Context: an optimization exercise on an open-source flow, tuned for small area, a short achievable clock period and few clock cycles. The choices shown serve that exercise and are no tape-out recipe.
The RTL was checked by simulation tests, not by an equivalence proof against the original design.

==> flow/design.v, too long to show whole: its modules and the start of the top module <==
// module fa_c: 10 lines
// module ha_c: 9 lines
// module pg_c: 11 lines
// module gg_c: 8 lines
// module ao_c: 7 lines
// module an_c: 7 lines
// module sine_pipe: 3054 lines
// module result_fifo: 42 lines
// module trig_axil_regs: 113 lines
// module trig_top: 77 lines
// module trig_unit: 41 lines
module trig_unit (
	input logic clk,
	input logic reset,
	input logic s_awvalid,
	input logic [3:0] s_awaddr,
	input logic s_wvalid,
	input logic [31:0] s_wdata,
	input logic s_bready,
	input logic s_arvalid,
	input logic [3:0] s_araddr,
	input logic s_rready,
	output logic s_awready,
	output logic s_wready,
	output logic s_bvalid,
	output logic [1:0] s_bresp,
	output logic s_arready,
	output logic s_rvalid,
	output logic [31:0] s_rdata,
	output logic [1:0] s_rresp
);
  // ...
==> flow/flow/run.sh <==
#!/bin/bash
set -euo pipefail
bash standard.sh SETUP_SLACK_MARGIN=5.6 finish > standard_flow.log 2>&1
==> flow/standard.sh <==
#!/bin/bash
# synth_recipe.tcl (not shown) runs the flow's synth.tcl, then flattens the netlist and writes it again
# the make line also repeats each setting of config.mk as NAME=value (left out here)
make -C /OpenROAD-flow-scripts/flow DESIGN_CONFIG=/design/flow/config.mk WORK_HOME=/design/flow/orfs CLKGATE_MAP_FILE= SYNTH_SCRIPT=/design/flow/synth_recipe.tcl "${@:-finish}"
==> flow/config.mk <==
export PLATFORM = sky130hd
export DESIGN_NAME = trig_unit
export DESIGN_NICKNAME = trig_unit
export VERILOG_FILES = /design/flow/design.v
export SDC_FILE = /design/flow/constraint.sdc
export NUM_CORES = 4
export LEC_CHECK = 0
export CAP_MARGIN = 20
export CORE_MARGIN = 2
export CORE_UTILIZATION = 70
export PLACE_DENSITY = 0.74
export SETUP_SLACK_MARGIN = 5
export SLEW_MARGIN = 20
export SYNTH_HIERARCHICAL = 1
export SYNTH_MINIMUM_KEEP_SIZE = 0
==> flow/constraint.sdc <==
create_clock -name core_clock -period 10.0 [get_ports {clk}]
set_input_delay 2.0000 -clock core_clock [delete_from_list [all_inputs] [get_ports {clk}]]
set_output_delay 2.0000 -clock core_clock [all_outputs]
set_load 0.01 [all_outputs]
==> summary.md, run 1 <==
| Metric | Value |
|---|---|
| Status | complete, no violations |
| Commonest non-fill, non-tap cell in the layout | fa_1 |
| Met1 wire length | between 20000 and 25000 um |
| Final Setup Violations | 0 |
| Most frequent cells in the layout | 385 x fa_1, 283 x ha_1, 279 x a21o_1 |
| IO Pins | just under 90 |
| Worst r2r path cells | 13 |
| Die footprint | about 0.039 sq mm |
| Inverters | approximately 160 |
| Post-place instance area | between 0.02 and 0.03 sq mm |
| Total CTS buffers | 29 |
| Reg-to-reg endpoint | u_top.u_sine.v4[7]$_DFF_P_ |
| MaxCap Viol Count | 0 |
| Dominant kind of cell by area | multi-input gates |
| Post-Route WL | around 58000 um |
| Clock buffer depth | 3 |
| Ratio of cells with drive above 1 in the final layout | 0.0929 |
| Filler cells | between 2000 and 2500 |
| Seq_cells | 253 |
| Number of global-route vias before repair | roughly 20000 |
| Post-route insts no fill | approximately 3100 |
| Post-CTS Resized | around 120 |
| Die Y | about 200 um |
| DR vias | about 18000 |
| Area growth from synthesis to layout | 11.0% |
| Slowest-stage cell, CP | fa_1 |
| CP top delay family | adder cells |
| Critical-path cell list | nand2_1 -> fa_1 -> fa_1 -> fa_1 -> fa_1 -> ha_1 -> and2_1 -> and2_1 -> and2_1 -> a21o_1 -> a21o_2 -> a21o_1 -> xor2_1 |
| YS warnings | 10 |
| Synth Instances | approximately 2500 |
| Initial antenna violation count | 1 |
| Max Clock Freq | 0.227 GHz |
| Hold_buf cts | 0 |
| Busiest grt layer | met2 |
| Synth Area per Inst | between 10 and 15 sq um |
| Clk tree area frac | 0.0345 |
Testbench counts, summed over its fixed seeds: cycles 11,258.
==> run 2: changes to the inputs <==
--- a/flow/design.v
+++ b/flow/design.v
@@ -1774,16 +1774,33 @@
 	logic es_c122;
 	logic es_c123;
 	logic es_c124;
 	logic es_c125;
 	logic es_c126;
 	logic es_c127;
 	logic es_c128;
 	logic es_c129;
+	logic es_c130;
+	logic es_c131;
+	logic es_c132;
+	logic es_c133;
+	logic es_c134;
+	logic es_c135;
+	logic es_c136;
+	logic es_c137;
+	logic es_c138;
+	logic es_c139;
+	logic es_c140;
+	logic es_c141;
+	logic es_c142;
+	logic es_c143;
+	logic es_c144;
+	logic es_c145;
+	logic es_c146;
 	ha_c u_es_w0 (.a(~xx2[15]), .b(xx2[9]), .s(es_w0), .co(es_w1));
 	fa_c u_es_w2 (.a(lin2[0]), .b(~xx2[16]), .c(xx2[10]), .s(es_w2), .co(es_w3));
 	ha_c u_es_w4 (.a(~xx2[5]), .b(xx2[3]), .s(es_w4), .co(es_w5));
 	fa_c u_es_w6 (.a(lin2[1]), .b(~xx2[17]), .c(xx2[11]), .s(es_w6), .co(es_w7));
 	fa_c u_es_w8 (.a(~xx2[6]), .b(xx2[4]), .c(~xx2[2]), .s(es_w8), .co(es_w9));
 	fa_c u_es_w10 (.a(lin2[2]), .b(~xx2[18]), .c(xx2[12]), .s(es_w10), .co(es_w11));
 	fa_c u_es_w12 (.a(~xx2[7]), .b(xx2[5]), .c(~xx2[3]), .s(es_w12), .co(es_w13));
 	fa_c u_es_w14 (.a(lin2[3]), .b(~xx2[19]), .c(xx2[13]), .s(es_w14), .co(es_w15));
@@ -1886,53 +1903,61 @@
 	pg_c u_es_c64 (.gh(es_g9), .ph(es_p9), .gl(es_g8), .pl(es_p8), .g(es_c64), .p(es_c65));
 	pg_c u_es_c66 (.gh(es_c62), .ph(es_c63), .gl(es_c64), .pl(es_c65), .g(es_c66), .p(es_c67));
 	pg_c u_es_c68 (.gh(es_c60), .ph(es_c61), .gl(es_c66), .pl(es_c67), .g(es_c68), .p(es_c69));
 	pg_c u_es_c70 (.gh(es_g7), .ph(es_p7), .gl(es_g6), .pl(es_p6), .g(es_c70), .p(es_c71));
 	an_c u_es_c72 (.ph(~xx2[5]), .pl(~xx2[4]), .p(es_c72));
 	an_c u_es_c73 (.ph(es_c71), .pl(es_c72), .p(es_c73));
 	an_c u_es_c74 (.ph(~xx2[3]), .pl(~xx2[2]), .p(es_c74));
 	gg_c u_es_c75 (.gh(es_c68), .ph(es_c69), .gl(es_c70), .g(es_c75));
-	gg_c u_es_c76 (.gh(es_g16), .ph(es_p16), .gl(es_c75), .g(es_c76));
-	gg_c u_es_c77 (.gh(es_g17), .ph(es_p17), .gl(es_c76), .g(es_c77));
+	pg_c u_es_c76 (.gh(es_g17), .ph(es_p17), .gl(es_g16), .pl(es_p16), .g(es_c76), .p(es_c77));
 	pg_c u_es_c78 (.gh(es_g19), .ph(es_p19), .gl(es_g18), .pl(es_p18), .g(es_c78), .p(es_c79));
 	pg_c u_es_c80 (.gh(es_g21), .ph(es_p21), .gl(es_g20), .pl(es_p20), .g(es_c80), .p(es_c81));
-	pg_c u_es_c82 (.gh(es_g23), .ph(es_p23), .gl(es_g22), .pl(es_p22), .g(es_c82), .p(es_c83));
-	pg_c u_es_c84 (.gh(es_g25), .ph(es_p25), .gl(es_g24), .pl(es_p24), .g(es_c84), .p(es_c85));
-	pg_c u_es_c86 (.gh(es_g27), .ph(es_p27), .gl(es_g26), .pl(es_p26), .g(es_c86), .p(es_c87));
-	pg_c u_es_c88 (.gh(es_g29), .ph(es_p29), .gl(es_g28), .pl(es_p28), .g(es_c88), .p(es_c89));
-	pg_c u_es_c90 (.gh(es_g31), .ph(es_p31), .gl(es_g30), .pl(es_p30), .g(es_c90), .p(es_c91));
-	pg_c u_es_c92 (.gh(es_g33), .ph(es_p33), .gl(es_g32), .pl(es_p32), .g(es_c92), .p(es_c93));
-	gg_c u_es_c94 (.gh(es_g18), .ph(es_p18), .gl(es_c77), .g(es_c94));
-	gg_c u_es_c95 (.gh(es_c78), .ph(es_c79), .gl(es_c77), .g(es_c95));
-	pg_c u_es_c96 (.gh(es_g22), .ph(es_p22), .gl(es_c80), .pl(es_c81), .g(es_c96), .p(es_c97));
-	pg_c u_es_c98 (.gh(es_c82), .ph(es_c83), .gl(es_c80), .pl(es_c81), .g(es_c98), .p(es_c99));
-	pg_c u_es_c100 (.gh(es_g26), .ph(es_p26), .gl(es_c84), .pl(es_c85), .g(es_c100), .p(es_c101));
-	pg_c u_es_c102 (.gh(es_c86), .ph(es_c87), .gl(es_c84), .pl(es_c85), .g(es_c102), .p(es_c103));
-	pg_c u_es_c104 (.gh(es_g30), .ph(es_p30), .gl(es_c88), .pl(es_c89), .g(es_c104), .p(es_c105));
-	pg_c u_es_c106 (.gh(es_c90), .ph(es_c91), .gl(es_c88), .pl(es_c89), .g(es_c106), .p(es_c107));
-	gg_c u_es_c108 (.gh(es_g20), .ph(es_p20), .gl(es_c95), .g(es_c108));
-	gg_c u_es_c109 (.gh(es_c80), .ph(es_c81), .gl(es_c95), .g(es_c109));
-	gg_c u_es_c110 (.gh(es_c96), .ph(es_c97), .gl(es_c95), .g(es_c110));
-	gg_c u_es_c111 (.gh(es_c98), .ph(es_c99), .gl(es_c95), .g(es_c111));
-	pg_c u_es_c112 (.gh(es_g28), .ph(es_p28), .gl(es_c102), .pl(es_c103), .g(es_c112), .p(es_c113));
-	pg_c u_es_c114 (.gh(es_c88), .ph(es_c89), .gl(es_c102), .pl(es_c103), .g(es_c114), .p(es_c115));
-	pg_c u_es_c116 (.gh(es_c104), .ph(es_c105), .gl(es_c102), .pl(es_c103), .g(es_c116), .p(es_c117));
-	pg_c u_es_c118 (.gh(es_c106), .ph(es_c107), .gl(es_c102), .pl(es_c103), .g(es_c118), .p(es_c119));
-	gg_c u_es_c120 (.gh(es_g24), .ph(es_p24), .gl(es_c111), .g(es_c120));
-	gg_c u_es_c121 (.gh(es_c84), .ph(es_c85), .gl(es_c111), .g(es_c121));
-	gg_c u_es_c122 (.gh(es_c100), .ph(es_c101), .gl(es_c111), .g(es_c122));
-	gg_c u_es_c123 (.gh(es_c102), .ph(es_c103), .gl(es_c111), .g(es_c123));
-	gg_c u_es_c124 (.gh(es_c112), .ph(es_c113), .gl(es_c111), .g(es_c124));
-	gg_c u_es_c125 (.gh(es_c114), .ph(es_c115), .gl(es_c111), .g(es_c125));
-	gg_c u_es_c126 (.gh(es_c116), .ph(es_c117), .gl(es_c111), .g(es_c126));
-	gg_c u_es_c127 (.gh(es_c118), .ph(es_c119), .gl(es_c111), .g(es_c127));
-	gg_c u_es_c128 (.gh(es_g32), .ph(es_p32), .gl(es_c127), .g(es_c128));
-	gg_c u_es_c129 (.gh(es_c92), .ph(es_c93), .gl(es_c127), .g(es_c129));
-	assign ew = {es_p33 ^ es_c128, es_p32 ^ es_c127, es_p31 ^ es_c126, es_p30 ^ es_c125, es_p29 ^ es_c124, es_p28 ^ es_c123, es_p27 ^ es_c122, es_p26 ^ es_c121, es_p25 ^ es_c120, es_p24 ^ es_c111, es_p23 ^ es_c110, es_p22 ^ es_c109, es_p21 ^ es_c108, es_p20 ^ es_c95, es_p19 ^ es_c94, es_p18 ^ es_c77, es_p17 ^ es_c76, es_p16 ^ es_c75};
+	pg_c u_es_c82 (.gh(es_g18), .ph(es_p18), .gl(es_c76), .pl(es_c77), .g(es_c82), .p(es_c83));
+	pg_c u_es_c84 (.gh(es_c78), .ph(es_c79), .gl(es_c76), .pl(es_c77), .g(es_c84), .p(es_c85));
+	pg_c u_es_c86 (.gh(es_g20), .ph(es_p20), .gl(es_c84), .pl(es_c85), .g(es_c86), .p(es_c87));
+	pg_c u_es_c88 (.gh(es_c80), .ph(es_c81), .gl(es_c84), .pl(es_c85), .g(es_c88), .p(es_c89));
+	gg_c u_es_c90 (.gh(es_g16), .ph(es_p16), .gl(es_c75), .g(es_c90));
+	gg_c u_es_c91 (.gh(es_c76), .ph(es_c77), .gl(es_c75), .g(es_c91));
+	gg_c u_es_c92 (.gh(es_c82), .ph(es_c83), .gl(es_c75), .g(es_c92));
+	gg_c u_es_c93 (.gh(es_c84), .ph(es_c85), .gl(es_c75), .g(es_c93));
+	gg_c u_es_c94 (.gh(es_c86), .ph(es_c87), .gl(es_c75), .g(es_c94));
+	gg_c u_es_c95 (.gh(es_c88), .ph(es_c89), .gl(es_c75), .g(es_c95));
+	pg_c u_es_c96 (.gh(es_g23), .ph(es_p23), .gl(es_g22), .pl(es_p22), .g(es_c96), .p(es_c97));
+	pg_c u_es_c98 (.gh(es_g25), .ph(es_p25), .gl(es_g24), .pl(es_p24), .g(es_c98), .p(es_c99));
+	pg_c u_es_c100 (.gh(es_g27), .ph(es_p27), .gl(es_g26), .pl(es_p26), .g(es_c100), .p(es_c101));
+	pg_c u_es_c102 (.gh(es_g29), .ph(es_p29), .gl(es_g28), .pl(es_p28), .g(es_c102), .p(es_c103));
+	pg_c u_es_c104 (.gh(es_g31), .ph(es_p31), .gl(es_g30), .pl(es_p30), .g(es_c104), .p(es_c105));
+	pg_c u_es_c106 (.gh(es_g33), .ph(es_p33), .gl(es_g32), .pl(es_p32), .g(es_c106), .p(es_c107));
+	pg_c u_es_c108 (.gh(es_g24), .ph(es_p24), .gl(es_c96), .pl(es_c97), .g(es_c108), .p(es_c109));
+	pg_c u_es_c110 (.gh(es_c98), .ph(es_c99), .gl(es_c96), .pl(es_c97), .g(es_c110), .p(es_c111));
+	pg_c u_es_c112 (.gh(es_g28), .ph(es_p28), .gl(es_c100), .pl(es_c101), .g(es_c112), .p(es_c113));
+	pg_c u_es_c114 (.gh(es_c102), .ph(es_c103), .gl(es_c100), .pl(es_c101), .g(es_c114), .p(es_c115));
+	pg_c u_es_c116 (.gh(es_g32), .ph(es_p32), .gl(es_c104), .pl(es_c105), .g(es_c116), .p(es_c117));
+	pg_c u_es_c118 (.gh(es_c106), .ph(es_c107), .gl(es_c104), .pl(es_c105), .g(es_c118), .p(es_c119));
+	pg_c u_es_c120 (.gh(es_g26), .ph(es_p26), .gl(es_c110), .pl(es_c111), .g(es_c120), .p(es_c121));
+	pg_c u_es_c122 (.gh(es_c100), .ph(es_c101), .gl(es_c110), .pl(es_c111), .g(es_c122), .p(es_c123));
+	pg_c u_es_c124 (.gh(es_c112), .ph(es_c113), .gl(es_c110), .pl(es_c111), .g(es_c124), .p(es_c125));
+	pg_c u_es_c126 (.gh(es_c114), .ph(es_c115), .gl(es_c110), .pl(es_c111), .g(es_c126), .p(es_c127));
+	pg_c u_es_c128 (.gh(es_g30), .ph(es_p30), .gl(es_c126), .pl(es_c127), .g(es_c128), .p(es_c129));
+	pg_c u_es_c130 (.gh(es_c104), .ph(es_c105), .gl(es_c126), .pl(es_c127), .g(es_c130), .p(es_c131));
+	pg_c u_es_c132 (.gh(es_c116), .ph(es_c117), .gl(es_c126), .pl(es_c127), .g(es_c132), .p(es_c133));
+	pg_c u_es_c134 (.gh(es_c118), .ph(es_c119), .gl(es_c126), .pl(es_c127), .g(es_c134), .p(es_c135));
+	gg_c u_es_c136 (.gh(es_g22), .ph(es_p22), .gl(es_c95), .g(es_c136));
+	gg_c u_es_c137 (.gh(es_c96), .ph(es_c97), .gl(es_c95), .g(es_c137));
+	gg_c u_es_c138 (.gh(es_c108), .ph(es_c109), .gl(es_c95), .g(es_c138));
+	gg_c u_es_c139 (.gh(es_c110), .ph(es_c111), .gl(es_c95), .g(es_c139));
+	gg_c u_es_c140 (.gh(es_c120), .ph(es_c121), .gl(es_c95), .g(es_c140));
+	gg_c u_es_c141 (.gh(es_c122), .ph(es_c123), .gl(es_c95), .g(es_c141));
+	gg_c u_es_c142 (.gh(es_c124), .ph(es_c125), .gl(es_c95), .g(es_c142));
+	gg_c u_es_c143 (.gh(es_c126), .ph(es_c127), .gl(es_c95), .g(es_c143));
+	gg_c u_es_c144 (.gh(es_c128), .ph(es_c129), .gl(es_c95), .g(es_c144));
+	gg_c u_es_c145 (.gh(es_c130), .ph(es_c131), .gl(es_c95), .g(es_c145));
+	gg_c u_es_c146 (.gh(es_c132), .ph(es_c133), .gl(es_c95), .g(es_c146));
+	assign ew = {es_p33 ^ es_c146, es_p32 ^ es_c145, es_p31 ^ es_c144, es_p30 ^ es_c143, es_p29 ^ es_c142, es_p28 ^ es_c141, es_p27 ^ es_c140, es_p26 ^ es_c139, es_p25 ^ es_c138, es_p24 ^ es_c137, es_p23 ^ es_c136, es_p22 ^ es_c95, es_p21 ^ es_c94, es_p20 ^ es_c93, es_p19 ^ es_c92, es_p18 ^ es_c91, es_p17 ^ es_c90, es_p16 ^ es_c75};
 	logic se_w0;
 	logic se_w1;
 	logic se_w2;
 	logic se_w3;
 	logic se_w4;
 	logic se_w5;
 	logic se_w6;
 	logic se_w7;
==> flow/flow/run.sh (replaced) <==
#!/bin/bash
set -euo pipefail
bash standard.sh SETUP_SLACK_MARGIN=5.75 finish > standard_flow.log 2>&1
==> flow/config.mk (replaced) <==
export PLATFORM = sky130hd
export DESIGN_NAME = trig_unit
export DESIGN_NICKNAME = trig_unit
export VERILOG_FILES = /design/flow/design.v
export SDC_FILE = /design/flow/constraint.sdc
export NUM_CORES = 4
export LEC_CHECK = 0
export CAP_MARGIN = 20
export CORE_MARGIN = 2
export CORE_UTILIZATION = 60
export SETUP_SLACK_MARGIN = 5
export SLEW_MARGIN = 20
export SYNTH_HIERARCHICAL = 1
export SYNTH_MINIMUM_KEEP_SIZE = 0
==> run 2 against run 1 <==
Global-route usage decreased by 3.8 points. Clock skew increased by 0.0029 ns. Sequential share of layout area decreased by 0.45 points. Wire length increased by 3.2%. Synthesized cell count increased by 0.56%. Critical path type unchanged.
==> summary.md, run 2 <==
| Metric | Value |
|---|---|
| Die span in x | 214 um |
| Most frequent cells in the layout | 377 x fa_1, 286 x a21o_1, 276 x ha_1 |
| Clock latency on the worst-skew pair | 0.58 ns |
| GPL Wtd Cong | 0.887 |
| Total CTS buffers | 30 (+3.4%) |
| DRC errors left | 0 |
| Filler cells | 3381 (+35%) |
| Post-Route Skew | 0.0155 ns |
| Initial core utilization | 0.605 |
| Drt first pass iters | 6 |
| Die Y | 214 um (+8.0%) |
| First-pass GRT wire length | just under 100000 um |
| Detail Placement HPWL | 44000 um |
| Worst path required time | 10.46 ns |
| Critical-path cell list | clkinvlp_4 -> buf_6 -> nor2_4 -> fa_2 -> fa_2 -> fa_1 -> fa_1 -> ha_4 -> a21o_1 -> a21o_1 -> a21o_4 -> a21o_4 -> a21o_1 -> xor2_1 |
| Final period util | 0.421 |
| Root buf cell | clkbuf_16 |
| Nets@finish | between 3000 and 4000 |
| Post-layout min period | 4.21 ns |
| MaxCap Viol Count | 0 (unchanged) |
| Mean number of vias per cell | approximately 5.7 |
| DP Cell Count | just over 3000 |
| CTS sink count | between 200 and 300 |
| Top reg by flops | u_top.u_fifo.mem |
| HP Class | flip-flop to flip-flop |
| H-tree levels | 1 |
| Synth Instances | 2499 (+0.56%) |
| Final instance area | ~0.030 sq mm |
| Clock buffer depth | 3 (unchanged) |
| Max Clock Freq | 0.237 GHz (+4.7%) |
| Final Setup Violations | 0 (unchanged) |
| Worst r2r path cells | 14 (+1) |
| IO Pins | 88 (unchanged) |
| Die footprint | 0.0460 sq mm (+17%) |
| Post-route insts no fill | 3222 (+4.5%) |
| Core area | 0.0439 sq mm |
| Area growth from synthesis to layout | 13.5% |
| Initial antenna violation count | 0 (-1) |
| Slowest-stage cell, CP | fa_1 |
| Crit path top cell by count | a21o_1 |
| DR vias | 18400 (+0.94%) |
| Synth Area per Inst | 10.6 sq um (-0.20%) |
| Number of global-route vias before repair | 19800 (+1.4%) |
| Largest net degree at the start of global routing | 27 |
| Commonest non-fill, non-tap cell in the layout | fa_1 |
| Hold depth | 0 |
| Post-Route WL | 59400 um (+3.2%) |
| Post-place instance area | 0.0277 sq mm (+0.84%) |
| IO buf count | 74 |
| Slew margin rel. | 0.304 |
| Hold_buf cts | 0 (unchanged) |
| Final hold vios | 0 |
| TritonCTS clock tree | built |
| Slew of the pin with the lowest slew margin | around 1.0 ns |
| GRT Resource Usage Total | 0.264 |
| Ratio of cells with drive above 1 in the final layout | 0.111 (+0.0181) |
| YS warnings | 10 (unchanged) |
| DR WL/cell | between 15 and 20 um |
| Crit path largest cell delay | between 0.5 and 0.6 ns |
| RSZ-0062 raised after global routing | yes |
| Synth Cell Area | 0.0266 sq mm |
| Worst Setup Start Kind | flip-flop |
| Reg clk slew, reported paths | ~0.060 ns |
| Arr. time, crit path | 4.67 ns |
| Largest regs | u_top.u_fifo.mem (72), u_top.u_sine.xx2 (20), u_top.u_sine.a0 (19) |
| Status | complete, no violations |
| Fin. max-slew vios | 0 |
| Post-route ant nets | 0 |
| Total grt overflow | 0 |
| Final TNS setup | 0 ns |
| Crit Path Class | flip-flop to flip-flop |
| Worst setup EP type | flip-flop |
| FP Rows | 77 |
| DR iter-0 viols | approximately 1100 |
| Max FFs per register | slightly above 70 |
| N_diodes | 0 |
| Critical Path Fanout Max | 7 |
## run 2: cell type report
cell class	instances	area, sq um	area share
Clock buffer	39	816	0.0270
Sequential cell	253	6150	0.204
Timing Repair Buffer	165	1450	0.0481
Multi-Input combinational cell	1989	19900	0.659
Timing Repair inverter	7	61.3	0.00203
Tap cell	592	741	0.0246
Clock inverter	17	216	0.00717
Inverter	160	843	0.0280
## run 2: worst max-delay path: cells and delay by family (launching register included)
kind	cells	cell delay, ns
buf+inv	2	0.32
simple gates	1	0.11
fa+ha+maj	5	2.04
flops	1	0.39
xor+xnor	1	0.16
compound gates	5	1.06
## run 2: what timing repair did
action	CTS	global route
buffers inserted	32	53
cloned	4	5
gates resized for setup	143	62
endpoints found under the setup margin	144	107
pin swaps	8	26
## run 2: final timing paths
kind | slack [ns] | startpoint | endpoint
worst max-delay path | 5.79 | u_top.u_sine.u1[0]$_DFF_P_ | u_top.u_sine.xx2[13]$_DFF_P_
worst min-delay path | 0.32 | u_top.u_sine.n3$_DFF_P_ | u_top.u_sine.n4$_DFF_P_
worst max register to register | 5.79 | u_top.u_sine.u1[0]$_DFF_P_ | u_top.u_sine.xx2[13]$_DFF_P_
worst min register to register | 0.32 | u_top.u_sine.n3$_DFF_P_ | u_top.u_sine.n4$_DFF_P_
## run 2: routing by layer
layer,wire [um],GRT usage
met3,2570,0.0321
met5,0,0
met4,1860,0.0815
met2,29700,0.460
met1,25200,0.345
## run 2: metrics by stage
stage | utilization | hold WS [ns] | setup WS, ns
floorplan | - | 0.310 | 5.75
global placement | 0.630 | 0.313 | 4.99
detailed placement | 0.630 | 0.314 | 4.97
CTS | 0.671 | 0.327 | 5.74
global route | 0.687 | 0.329 | 5.67
finish | 0.687 | 0.325 | 5.79
Testbench counts of run 2, summed over its fixed seeds: cycles 11,258.
==> run 3: changes to the inputs <==
==> flow/flow/run.sh (replaced) <==
#!/bin/bash
set -euo pipefail
bash standard.sh SETUP_SLACK_MARGIN=5.6 finish > standard_flow.log 2>&1
==> run 3 against run 2 <==
Wire length is 2.7% lower. Clock skew is 0.0086 ns lower. Highest routed layer unchanged. Still clean on timing, DRC and antenna. Via count is 1.6% lower. Final area is 1.9% lower. Die area stayed put. Synthesized cell count stayed put. Setup slack worse by 0.050 ns. Register-to-register slack worse by 0.05 ns. First-iteration DRC count is 17% lower. Non-clock buffer count is 44 lower.
==> summary.md, run 3 <==
| Metric | Value |
|---|---|
| HP Class | flip-flop to flip-flop |
| GRT Resource Usage Total | 0.258 (-0.00534) |
| Worst Setup Start Kind | flip-flop |
| MaxCap Viol Count | 0 (unchanged) |
| RSZ-0062 raised after global routing | no |
| Hold_buf cts | 0 (unchanged) |
| Initial core utilization | 0.605 (unchanged) |
| Bufs and invs on worst path | 2 (unchanged) |
| Die Y | 214 um (unchanged) |
| Max FFs per register | 72 (unchanged) |
| DR WL/cell | 18.2 um (-1.2%) |
| Final period util | 0.426 (+0.00504) |
| Final Setup Violations | 0 (unchanged) |
| Fin. max-slew vios | 0 (unchanged) |
| Post-Route Skew | 0.00690 ns (-0.00860 ns) |
| Final TNS setup | 0 ns (unchanged) |
| DR vias | 18100 (-1.6%) |
| Worst hold path startpoint | u_top.u_sine.t3[16]$_DFF_P_ |
| Crit path largest cell delay | 0.52 ns (-0.03 ns) |
| Post-Route WL | 57800 um (-2.7%) |
| Critical Path Fanout Max | 7 (unchanged) |
| Arr. time, crit path | 4.72 ns (+0.05 ns) |
| Slew margin rel. | 0.356 (+0.0521) |
| Synth Cell Area | 0.0266 sq mm (unchanged) |
| FP Rows | 77 (unchanged) |
| Mean number of vias per cell | 5.69 (-0.17%) |
| Drt first pass iters | 5 (-1) |
| Filler cells | 3501 (+3.5%) |
| Initial antenna violation count | 0 (unchanged) |
| Reg-to-reg endpoint | u_top.u_sine.xx2[13]$_DFF_P_ |
| DRC errors left | 0 (unchanged) |
| Total CTS buffers | 31 (+3.3%) |
| N_diodes | 0 (unchanged) |
| Hold EP | u_top.u_sine.t4[16]$_DFF_P_ |
| Clock latency on the worst-skew pair | 0.57 ns (about the same) |
| Area growth from synthesis to layout | 11.3% |
| Total grt overflow | 0 (unchanged) |
| Max Clock Freq | 0.235 GHz (-1.2%) |
| Detail Placement HPWL | 44100 um (+0.43%) |
| IO buf count | 74 (unchanged) |
| Commonest non-fill, non-tap cell in the layout | fa_1 |
| Die span in x | 214 um (unchanged) |
| Reg2Reg Launch Point | u_top.u_sine.u1[0]$_DFF_P_ |
| Post-layout min period | 4.26 ns (+0.0504 ns) |
| R2r setup slk | 5.74 ns (-0.05 ns) |
| Status | complete, no violations |
| Largest net degree at the start of global routing | 27 (unchanged) |
| Worst setup EP type | flip-flop |
| Die footprint | 0.0460 sq mm (unchanged) |
| Post-route ant nets | 0 (unchanged) |
| CP top delay family | adder cells |
| Synth Area per Inst | 10.6 sq um (unchanged) |
| Final hold vios | 0 (unchanged) |
| Final WS setup | 5.74 ns (-0.0504 ns) |
| DR iter-0 viols | 936 (-17%) |
| Crit Path Class | flip-flop to flip-flop |
| Reg clk slew, reported paths | 0.06 ns (about the same) |
| Root buf cell | clkbuf_16 |
| H-tree levels | 1 (unchanged) |
| Clock buffer depth | 3 (unchanged) |
| Top reg by flops | u_top.u_fifo.mem |
| YS warnings | 10 (unchanged) |
| Slowest-stage cell, CP | fa_1 |
| Worst path required time | 10.46 ns (about the same) |
| Worst r2r path cells | 14 (unchanged) |
| Place WS | 4.72 ns (-0.249 ns) |
| Crit path top cell by count | fa_1 |
| Synth Instances | 2499 (unchanged) |
| GPL Wtd Cong | 0.890 (+0.33%) |
| Critical-path cell list | clkinvlp_4 -> buf_4 -> nor2_2 -> fa_1 -> fa_1 -> fa_1 -> fa_1 -> ha_1 -> and2_1 -> a21o_1 -> a21o_4 -> a21o_4 -> a21o_1 -> xor2_1 |
| Most frequent cells in the layout | 386 x fa_1, 290 x a21o_1, 282 x ha_1 |
| Nets@finish | 3278 (-1.4%) |
| Ratio of cells with drive above 1 in the final layout | 0.0832 (-0.0278) |
| Slew of the pin with the lowest slew margin | 0.966 ns (-0.0782 ns) |
| IO Pins | 88 (unchanged) |
| CTS sink count | 253 (unchanged) |
| Core area | 0.0439 sq mm (unchanged) |
| TritonCTS clock tree | built |
| Hold depth | 0 (unchanged) |
| Largest regs | u_top.u_fifo.mem (72), u_top.u_sine.xx2 (20), u_top.u_sine.a0 (19) |
| First-pass GRT wire length | 97400 um (-1.4%) |
| Number of global-route vias before repair | 19500 (-1.3%) |
-- run 3: through the flow --
stage               utilization  instance area (sq um)  cells  hold slack, ns
finish                    0.674                  29600   3175           0.327
global route              0.674                  29600   3175           0.342
CTS                       0.663                  29100   3141           0.332
detailed placement        0.629                  27600   3074           0.318
global placement          0.629                  27600   3074           0.314
floorplan                     -                  26600   2502           0.310
-- run 3: area by class of cell --
cell class	instances	area [sq um]	share of cell area
Multi-Input combinational cell	1989	19700	0.667
Sequential cell	253	6130	0.207
Timing Repair Buffer	121	1110	0.0377
Clock buffer	40	893	0.0302
Inverter	160	800	0.0270
Tap cell	592	741	0.0250
Clock inverter	18	163	0.00550
Timing Repair inverter	2	17.5	0.000592
-- run 3: metal layers --
| layer | part of all wire | global-route usage |
|---|---|---|
| met1 | 0.43 | 0.332 |
| met2 | 0.51 | 0.460 |
| met3 | 0.042 | 0.0330 |
| met4 | 0.026 | 0.0715 |
| met5 | 0 | 0 |
-- run 3: worst max-delay path by stage --
stage | startpoint | endpoint | cells after the start
after detailed placement | u_top.u_sine.u1[16]$_DFF_P_ | u_top.u_sine.xx2[13]$_DFF_P_ | 13
final | u_top.u_sine.u1[0]$_DFF_P_ | u_top.u_sine.xx2[13]$_DFF_P_ | 14
after global routing | u_top.u_sine.u1[12]$_DFF_P_ | u_top.u_sine.xx2[9]$_DFF_P_ | 14
after CTS | u_top.u_sine.u1[8]$_DFF_P_ | u_top.u_sine.xx2[17]$_DFF_P_ | 13
after global placement | u_top.u_sine.u1[7]$_DFF_P_ | u_top.u_sine.xx2[13]$_DFF_P_ | 13
after floorplan | u_top.u_sine.u1[7]$_DFF_P_ | u_top.u_sine.xx2[12]$_DFF_P_ | 14
-- run 3: worst reg2reg max path: stages, from the launching register on --
cell and delay, ns:
dfxtp_4 0.38, clkinvlp_4 0.11, buf_4 0.17, nor2_2 0.14
fa_1 0.43, fa_1 0.42, fa_1 0.52, fa_1 0.45
ha_1 0.34, and2_1 0.16, a21o_1 0.19, a21o_4 0.25
a21o_4 0.23, a21o_1 0.18, xor2_1 0.16
-- run 3: timing repair --
| action | CTS | global route |
|---|---|---|
| buffers inserted | 8 | 31 |
| gates cloned | 1 | 3 |
| resized for setup | 112 | 60 |
| pin swaps | 1 | 7 |
| setup endpoints to repair | 114 | 97 |

==> static timing again, ports no longer ideal <==
No port has a modelled driver above. Below, the same layouts with a new extraction and two added sets of constraints.
Step 1 assumes that a clkbuf_16 drives the clock port and a buf_2 every other input.
Step 2 moves the port delays by t, midway between the first and last clock arrival at a register: inputs arrive t later, outputs are due t later. That takes back most of the time a late clock gives input paths.
a / b / c = ideal ports / drivers / drivers and shift; a / b = the first two.
| run | shift t [ns] | setup slack, ns | worst setup path at the end | worst slew at a driven data input, ns | cell pins on the clock port's net |
|---|---|---|---|---|---|
| run 1 | 0.629 | 5.591 / 5.591 / 5.365 | input to register | 0.04 | 1 |
| run 2 | 0.631 | 5.788 / 5.788 / 5.422 | input to register | 0.05 | 1 |
| run 3 | 0.628 | 5.738 / 5.738 / 5.435 | input to register | 0.05 | 1 |
After both steps every run listed still meets setup and hold. The setup slack of run 2, which loses most, moves by 0.000 ns with the drivers and by -0.366 ns with both steps.
